Source: an optimization exercise on an open RTL-to-GDS flow (aim: small area, a short achievable clock period and few clock cycles per item). Production flows keep margins and buffers that such runs may drop.
Only simulation tests tie the RTL to the original design; equivalence was not proved.

## flow/design.v (module list and top-level ports; edited modules follow where they fit)
// module rgbxy_lin: 13 lines
// module rgbxy_mat: 2382 lines
// module rgbxy_div: 131 lines
// module rgb_to_xy_chromaticity: 134 lines
module rgb_to_xy_chromaticity (
    input  logic        i_clk,
    input  logic        i_rst_n,
    input  logic        i_s_tvalid,
    output logic        o_s_tready,
    input  logic [23:0] i_s_tdata,    
    output logic        o_m_tvalid,
    input  logic        i_m_tready,
    output logic [31:0] o_m_tdata,    
    output logic [0:0]  o_m_tuser     
);
  // ...
==> flow/run.sh <==
#!/bin/bash
# synth_recipe.tcl (not shown) runs the flow's synth.tcl, then flattens the netlist and writes it again
# the make line also repeats each setting of config.mk as NAME=value (left out here)
make -C /OpenROAD-flow-scripts/flow DESIGN_CONFIG=/design/flow/config.mk WORK_HOME=/design/flow/orfs CLKGATE_MAP_FILE= SYNTH_SCRIPT=/design/flow/synth_recipe.tcl finish
==> flow/config.mk <==
export PLATFORM = sky130hd
export DESIGN_NAME = rgb_to_xy_chromaticity
export DESIGN_NICKNAME = rgb_to_xy_chromaticity
export VERILOG_FILES = /design/flow/design.v
export SDC_FILE = /design/flow/constraint.sdc
export NUM_CORES = 4
export LEC_CHECK = 0
export ABC_AREA = 1
export CAP_MARGIN = 20
export CORE_MARGIN = 2
export CORE_UTILIZATION = 40
export CTS_BUF_LIST = sky130_fd_sc_hd__clkbuf_16
export CTS_CLUSTER_DIAMETER = 100
export CTS_CLUSTER_SIZE = 20
export SETUP_SLACK_MARGIN = 4.3
export SLEW_MARGIN = 20
==> flow/constraint.sdc <==
create_clock -name core_clock -period 8.0 [get_ports {i_clk}]
set_input_delay 1.6000 -clock core_clock [delete_from_list [all_inputs] [get_ports {i_clk}]]
set_output_delay 1.6000 -clock core_clock [all_outputs]
set_load 0.01 [all_outputs]
==> reports/metrics.csv, run 1 <==
metric,value,unit
synth_ff_type,dfxtp_1,
status,"complete, no violations",
post-dp-hpwl,346,mm
multi_input_area,78500,um2
track_usage,24.2,%
drive_above_1_share,5.28,%
rrSetupSlack,4.26,ns
post_cts_buffers,37,
clk_path_buf_depth,4,
muxShareOfSynthArea,0.0135,%
max_stage_delay,0.50,ns
max_cap_viol_count,0,
synth_fa_ha_area_share,29.2,%
crit_type,reg -> reg,
yosys-top-cells-count,"inv_1, dfxtp_1, nand2_1",
multi_input_area_share,48.7,%
startpoint_type,flip-flop,
seq_cells,2699,
buf_share,2.28,%
clk_pin_slew,0.08,ns
period_minus_slack,3.74,ns
dpl-instance-area,154000,um2
top_layer,met5,
synth_cell_types,61,
startpoint,u_div.r_xs[6][30]$_DFF_P_,
synth_xor_area_share,1.57,%
dr_wl_met3,32.0,mm
grt_pass1_wl,686,mm
synth.most_common_cell,inv_1,
yosysWarnings,16,
die_h,612,um
hp-class,reg -> reg,
crit_family,adder cells,
core-area,369000,um2
htree_levels,4,
setup_tns,0,ns
crit_chain,"ha_1, inv_1, o21ai_0, ha_1, inv_1, fa_1, nand3b_1, o21ai_2, a31oi_4, buf_12, clkbuf_16, nand2_1, o21ai_0, fa_1",
Testbench counts, summed over its fixed seeds: cycles 16,120, items 16,000.
==> run 2: changes to the inputs <==
--- a/flow/config.mk
+++ b/flow/config.mk
@@ -13,4 +13,4 @@
 export CTS_CLUSTER_DIAMETER = 100
 export CTS_CLUSTER_SIZE = 20
-export SETUP_SLACK_MARGIN = 4.3
+export SETUP_SLACK_MARGIN = 4.0
 export SLEW_MARGIN = 20
==> reports/metrics.csv, run 2 <==
metric,value,unit,change
syn_inst,15500,,unchanged
tightestPinTransition,1.16,ns,was 1.12 ns
largest_reg_flops,384,,unchanged
grt_max_degree,172,,unchanged
cts_tree,built,,unchanged
period_minus_slack,4.04,ns,was 3.74 ns
initial_utilization,40.1,%,unchanged
synth-seq-cells,2699,,unchanged
grt_overflow_total,0,,unchanged
ys_top_cells_by_area,"dfxtp_1, fa_1, edfxtp_1, inv_1, nand2_1",,unchanged
finalWorstSetupSlack,3.96,ns,was 4.26 ns
hp-class,reg -> reg,,unchanged
area_growth,7.53,%,was 8.74%
r2r-start,r_lin[45]$_DFF_P_,,was u_div.r_xs[6][30]$_DFF_P_
status,"complete, no violations",,unchanged
max-slew-margin-rel,22.4,%,was 25.1%
core-area,369000,um2,unchanged
wire_per_inst,22.4,um,was 22.8 um
post-dp-hpwl,346,mm,unchanged
cts_root_buf,clkbuf_16,,unchanged
fin_skew,0.0881,ns,was 0.0936 ns
track_usage,24.1,%,was 24.2%
die_w,612,um,unchanged
finalSetupViolCount,0,,unchanged
ioPinCount,63,,unchanged
synth_top_area_share,30.9,%,unchanged
crit_type,reg -> reg,,unchanged
vias,103000,,was 104000
clock.fmax,248,MHz,was 267 MHz
worstSetupEndpointType,flip-flop,,unchanged
synth.largest_area_cell,dfxtp_1,,unchanged
async_flop_share,0,%,unchanged
startpoint,r_lin[45]$_DFF_P_,,was u_div.r_xs[6][30]$_DFF_P_
final_cell_mix,"inv_1, dfxtp_1, nand2_1",,unchanged
startpoint_type,flip-flop,,unchanged
wl,456,mm,was 466 mm
place_ws,3.07,ns,unchanged
grt_pass1_wl,683,mm,was 686 mm
htree_levels,4,,unchanged
final_common_cell,inv_1,,unchanged
gp_congestion,1.00,,unchanged
clock-sinks,2699,,unchanged
die_area,375000,um2,unchanged
antenna_found_initial,13,,was 14
via_per_inst,5.09,,was 5.10
dp_cells,20100,,unchanged
yosysWarnings,16,,unchanged
cp.required,8.72,ns,was 8.74 ns
clk_pin_slew,0.08,ns,about the same
final_cells,20300,,was 20400
hold_viol,0,,unchanged
max_cap_viol_count,0,,unchanged
rows,223,,unchanged
drive_above_1_share,3.89,%,was 5.28%
fin_crit_sh,50.4,%,was 46.7%
crit_fanout,10,,was 8
rrSetupSlack,3.96,ns,was 4.26 ns
arrival,4.76,ns,was 4.48 ns
utilization,43.2,%,was 43.7%
min-delay-start,u_div.r_yp[4][6]$_DFF_P_,,unchanged
io_buffers,62,,unchanged
rsz0062_at_grt,false,,was true
grt_pass1_vias,104000,,about the same
postSynthAreaPerCell,9.54,um2,unchanged
layout.nets,17700,,was 17800
synth_edf_count,417,,unchanged
die_h,612,um,unchanged
synth_seq_area_share,39.3,%,unchanged
synth.cell_area,148000,um2,unchanged
drt_iter0_markers,9170,,was 9165
synth_fp_nets,17900,,unchanged
clk_path_buf_depth,4,,unchanged
synth_ff_type,dfxtp_1,,unchanged
synth.most_common_cell,inv_1,,unchanged
ant_nets,0,,unchanged
synth_cell_types,61,,unchanged
setup_tns,0,ns,unchanged
cts_made_buffers,165,,unchanged
postCtsHoldBufs,0,,unchanged
worstSkewPairLatency,0.94,ns,was 0.92 ns
drc_errors,0,,unchanged
dr.pass1.iters,8,,unchanged
yosys-top-cells-count,"inv_1, dfxtp_1, nand2_1",,unchanged
slew_viol_final,0,,unchanged
run 2: cell counts after synthesis:
No cell type changed its count.
run 2: what timing repair did:
item	CTS	global route
gates cloned	1	3
pin swaps	2	3
resized for setup	47	78
buffers inserted	9	13
endpoints found under the setup margin	857	834
run 2: logic make-up (layout without fill, tap and decap cells):
logic type                 after synthesis  count (layout)  share of synthesized area (%)
AOI/OAI and AO/OA                     2677            2677                           9.99
xor gates and xnor gates               266             266                           1.57
adders and majority gates             2391            2391                           29.2
buffers and inverters                 3182            3025                           8.23
DFF                                   2699            2699                           39.3
muxes                                    2               2                         0.0135
other                                    0               4                              0
and+or+nand+nor                       4302            4306                           11.7
run 2: final timing paths:
| path | end | depth (start not counted) |
|---|---|---|
| hold / removal | u_div.r_yp[5][8]$_DFF_P_ | 0 |
| setup reg to reg | u_mat.r1816$_DFF_P_ | 7 |
| setup / recovery | u_mat.r1816$_DFF_P_ | 7 |
| hold reg to reg | u_div.r_yp[5][8]$_DFF_P_ | 0 |
run 2: layout make-up:
type / count / area [um2]
inverter: 2513 / 9480
fill: 35800 / 210000
timing repair buffer: 278 / 2470
multi-input combinational: 9642 / 78100
tap: 4950 / 6190
clock inverter: 65 / 537
clock buffer: 169 / 4230
sequential: 2699 / 58200
antenna: 4 / 10.0
run 2: routing by layer:
metal | up-vias | global-route usage (%) | wire length (um)
met5 | - | 0 | 0
met2 | 3584 | 37.9 | 203000
met4 | 0 | 7.76 | 17200
met3 | 808 | 4.23 | 31800
met1 | 50800 | 33.8 | 204000
li1 | 48200 | - | -
run 2: stage by stage:
stage	hold slack, ns	cell area [um2]
6_report	0.280	159000
2_1_floorplan	0.310	148000
3_5_place_dp	0.312	154000
5_1_grt	0.276	159000
4_1_cts	0.262	159000
3_3_place_gp	0.311	154000
run 2: critical path, cell delays in order, from the launching register on:
cell and delay, ns:
dfxtp_1 0.91, inv_1 0.78, fa_1 0.64, inv_1 0.08
fa_1 0.45, fa_1 0.52, inv_1 0.05, fa_1 0.47
==> run 3: changes to the inputs <==
--- a/flow/config.mk
+++ b/flow/config.mk
@@ -12,5 +12,5 @@
 export CTS_BUF_LIST = sky130_fd_sc_hd__clkbuf_16
 export CTS_CLUSTER_DIAMETER = 100
-export CTS_CLUSTER_SIZE = 20
-export SETUP_SLACK_MARGIN = 4.0
+export CTS_CLUSTER_SIZE = 24
+export SETUP_SLACK_MARGIN = 4.3
 export SLEW_MARGIN = 20
==> reports/metrics.csv, run 3 <==
metric,value,unit,change
status,"complete, no violations",,unchanged
ys_top_cells_by_area,"dfxtp_1, fa_1, edfxtp_1, inv_1, nand2_1",,unchanged
die_area,375000,um2,unchanged
die_w,612,um,unchanged
largest_reg_flops,384,,unchanged
grt_pass1_vias,104000,,about the same
drc_errors,0,,unchanged
synth-seq-cells,2699,,unchanged
clock-sinks,2699,,unchanged
dr.pass1.iters,6,,was 8
rows,223,,unchanged
finalSetupViolCount,0,,unchanged
synth_fp_nets,17900,,unchanged
synth_cell_types,61,,unchanged
gp_congestion,1.00,,unchanged
regArea,58300,um2,was 58200 um2
rrSetupSlack,4.29,ns,was 3.96 ns
max_cap_viol_count,0,,unchanged
cts_made_buffers,145,,was 165
antenna_found_initial,13,,unchanged
grt_max_degree,172,,unchanged
arrival,4.38,ns,was 4.76 ns
clk_path_buf_depth,4,,unchanged
min_delay_worst_endpoint,u_div.r_yp[5][8]$_DFF_P_,,unchanged
startpoint_type,flip-flop,,unchanged
core-area,369000,um2,unchanged
wire_per_inst,22.7,um,was 22.4 um
yosysWarnings,16,,unchanged
fillers,35700,,was 35800
async_flop_share,0,%,unchanged
htree_levels,4,,unchanged
synth_ff_type,dfxtp_1,,unchanged
path_common_cell,inv_1,,was fa_1
crit_type,reg -> reg,,unchanged
synth_edf_count,417,,unchanged
tightestPinTransition,1.17,ns,was 1.16 ns
synth.most_common_cell,inv_1,,unchanged
synth_compound_area_share,9.99,%,unchanged
final_cell_mix,"inv_1, dfxtp_1, nand2_1",,unchanged
drive_above_1_share,5.02,%,was 3.89%
muxShareOfSynthArea,0.0135,%,unchanged
r2r-start,r_in[16]$_DFF_P_,,was r_lin[45]$_DFF_P_
io_buffers,62,,unchanged
synth_xor_area_share,1.57,%,unchanged
track_usage,24.2,%,was 24.1%
via_per_inst,5.11,,was 5.09
r2r-end,r_lin[32]$_DFF_P_,,was u_mat.r1816$_DFF_P_
max_stage_delay,0.69,ns,was 0.91 ns
slew_viol_final,0,,unchanged
synth_top_area_share,30.9,%,unchanged
area_growth,8.29,%,was 7.53%
clock.fmax,269,MHz,was 248 MHz
clk_pin_slew,0.09,ns,was 0.08 ns
cp.required,8.66,ns,was 8.72 ns
cpMaxStageDelayCell,dfxtp_1,,unchanged
vias,104000,,was 103000
min-delay-start,u_div.r_yp[4][6]$_DFF_P_,,unchanged
worstSetupEndpointType,flip-flop,,unchanged
hold_depth,0,,unchanged
rsz0062_at_grt,true,,was false
setup_tns,0,ns,unchanged
max-slew-margin-rel,21.9,%,was 22.4%
worstSkewPairLatency,0.90,ns,was 0.94 ns
hold_viol,0,,unchanged
fin_crit_sh,46.4,%,was 50.4%
synth.largest_area_cell,dfxtp_1,,unchanged
layout.nets,17800,,was 17700
synth-simple-area-share,11.7,%,unchanged
grt_overflow_total,0,,unchanged
wl,463,mm,was 456 mm
synth.cell_area,148000,um2,unchanged
synth_fa_ha_area_share,29.2,%,unchanged
postSynthAreaPerCell,9.54,um2,unchanged
yosys-top-cells-count,"inv_1, dfxtp_1, nand2_1",,unchanged
period_minus_slack,3.71,ns,was 4.04 ns
cts_tree,built,,unchanged
final_common_cell,inv_1,,unchanged
initial_utilization,40.1,%,unchanged
drt_iter0_markers,9293,,was 9170
ioPinCount,63,,unchanged
cts_root_buf,clkbuf_16,,unchanged
synth_top_family_by_area,adder cells,,unchanged
postCtsHoldBufs,0,,unchanged
die_h,612,um,unchanged
syn_inst,15500,,unchanged
grt_pass1_wl,684,mm,was 683 mm
ff2ff_path_depth,11,,was 7
crit_chain,"inv_1, ha_1, inv_1, nand2_1, nand2_1, inv_1, nand3_1, o311ai_0, a21oi_1, a21oi_1, o21bai_1",,"was inv_1, fa_1, inv_1, fa_1, fa_1, inv_1, fa_1"
post-dp-hpwl,346,mm,unchanged
synth_seq_area_share,39.3,%,unchanged
fin_skew,0.0722,ns,was 0.0881 ns
multi_input_area,78400,um2,was 78100 um2
ant_nets,0,,unchanged
crit_fanout,11,,was 10
hp-class,reg -> reg,,unchanged
## run 3: through the flow
step | setup slack, ns | cell area, um2 | hold slack, ns | cells | util (%)
CTS | 4.30 | 159000 | 0.300 | 20300 | 43.1
detailed placement | 3.07 | 154000 | 0.312 | 20100 | 41.7
global placement | 3.09 | 154000 | 0.311 | 20100 | 41.7
finish | 4.29 | 160000 | 0.314 | 20400 | 43.5
global route | 4.25 | 160000 | 0.310 | 20400 | 43.5
floorplan | 4.53 | 148000 | 0.310 | 15500 | -
## run 3: kinds of logic (layout without fill, tap and decap cells)
| logic type | Yosys count | in the layout |
|---|---|---|
| buffers and inverters | 3182 | 3077 |
| multiplexers | 2 | 2 |
| other | 0 | 8 |
| adder cells (fa/ha/maj) | 2391 | 2391 |
| AND/OR/NAND/NOR | 4302 | 4312 |
| AO/OA/AOI/OAI | 2677 | 2677 |
| flip-flops | 2699 | 2699 |
| XOR/XNOR | 266 | 266 |
## run 3: how the worst max path moves through the flow
stage	startpoint	to	slack (ns)	cells past startpoint
2_1_floorplan	u_div.r_d[0][32]$_DFF_P_	u_div.r_xs[1][31]$_DFF_P_	4.53	14
3_3_place_gp	u_div.r_d[0][31]$_DFF_P_	u_div.r_ys[1][8]$_DFF_P_	3.09	12
3_5_place_dp	u_div.r_d[0][31]$_DFF_P_	u_div.r_ys[1][8]$_DFF_P_	3.07	12
4_1_cts	u_div.r_yc[5][31]$_DFF_P_	u_div.r_ys[6][21]$_DFF_P_	4.30	13
5_1_grt	u_div.r_d[6][32]$_DFF_P_	u_div.r_ys[7][24]$_DFF_P_	4.25	16
6_report	r_in[16]$_DFF_P_	r_lin[32]$_DFF_P_	4.29	11
## run 3: cell type report
| type | count | area share, % |
|---|---|---|
| clock buffer | 149 | 2.33 |
| clock inverter | 60 | 0.363 |
| multi-input combinational | 9648 | 48.9 |
| antenna | 8 | 0.0125 |
| sequential | 2699 | 36.3 |
| tap | 4950 | 3.86 |
| inverter | 2513 | 5.97 |
| timing repair buffer | 355 | 2.22 |
## run 3: critical path, delay by kind of cell (launching register included)
kind	cells	cell delay [ns]
flops	1	0.69
fa+ha+maj	1	0.52
simple gates	3	0.65
buf+inv	3	0.66
compound gates	4	0.97
## run 3: per-layer routing
metal,part of all wire [%],global-route usage (%),routed length (um)
met5,0,0,0
met3,6.9,4.09,32100
met4,4.0,7.90,18600
met1,44,33.9,204000
met2,45,38.0,208000
## run 3: what timing repair did
action                      CTS  global route
pin swaps                     9            34
setup endpoints to repair  1108           937
resized for setup           129           269
setup buffers                39            44
hold endpoints to repair      0             0
cloned                        5            21

==> afterwards: timing with drivers on the ports <==
The flow's constraints put no driver on any port. The routed layouts listed below were extracted and timed again, unchanged, in two steps. Step 1 sets driving cells, clkbuf_16 on the clock port and buf_2 on the other inputs (assumed; they add their load-dependent delay and slew). Step 2 also shifts input and output timing later by t, the mid clock arrival at the registers, as if the neighbouring blocks saw the same clock. a / b / c = no drivers / after step 1 / after step 2; a / b = the first two.
run | shift t [ns] | setup slack, ns | clock arrival spread, ns | pins driven straight from the clock port
run 1 | 0.987 | 4.261 / 4.261 / 3.994 | 0.114 / 0.114 | 1
run 2 | 0.990 | 3.964 / 3.964 / 3.964 | 0.108 / 0.108 | 1
run 3 | 0.978 | 4.286 / 4.286 / 3.987 | 0.090 / 0.090 | 1
After both steps every run listed still meets setup and hold. The setup slack of run 3, which loses most, moves by 0.000 ns with the drivers and by -0.299 ns with both steps.
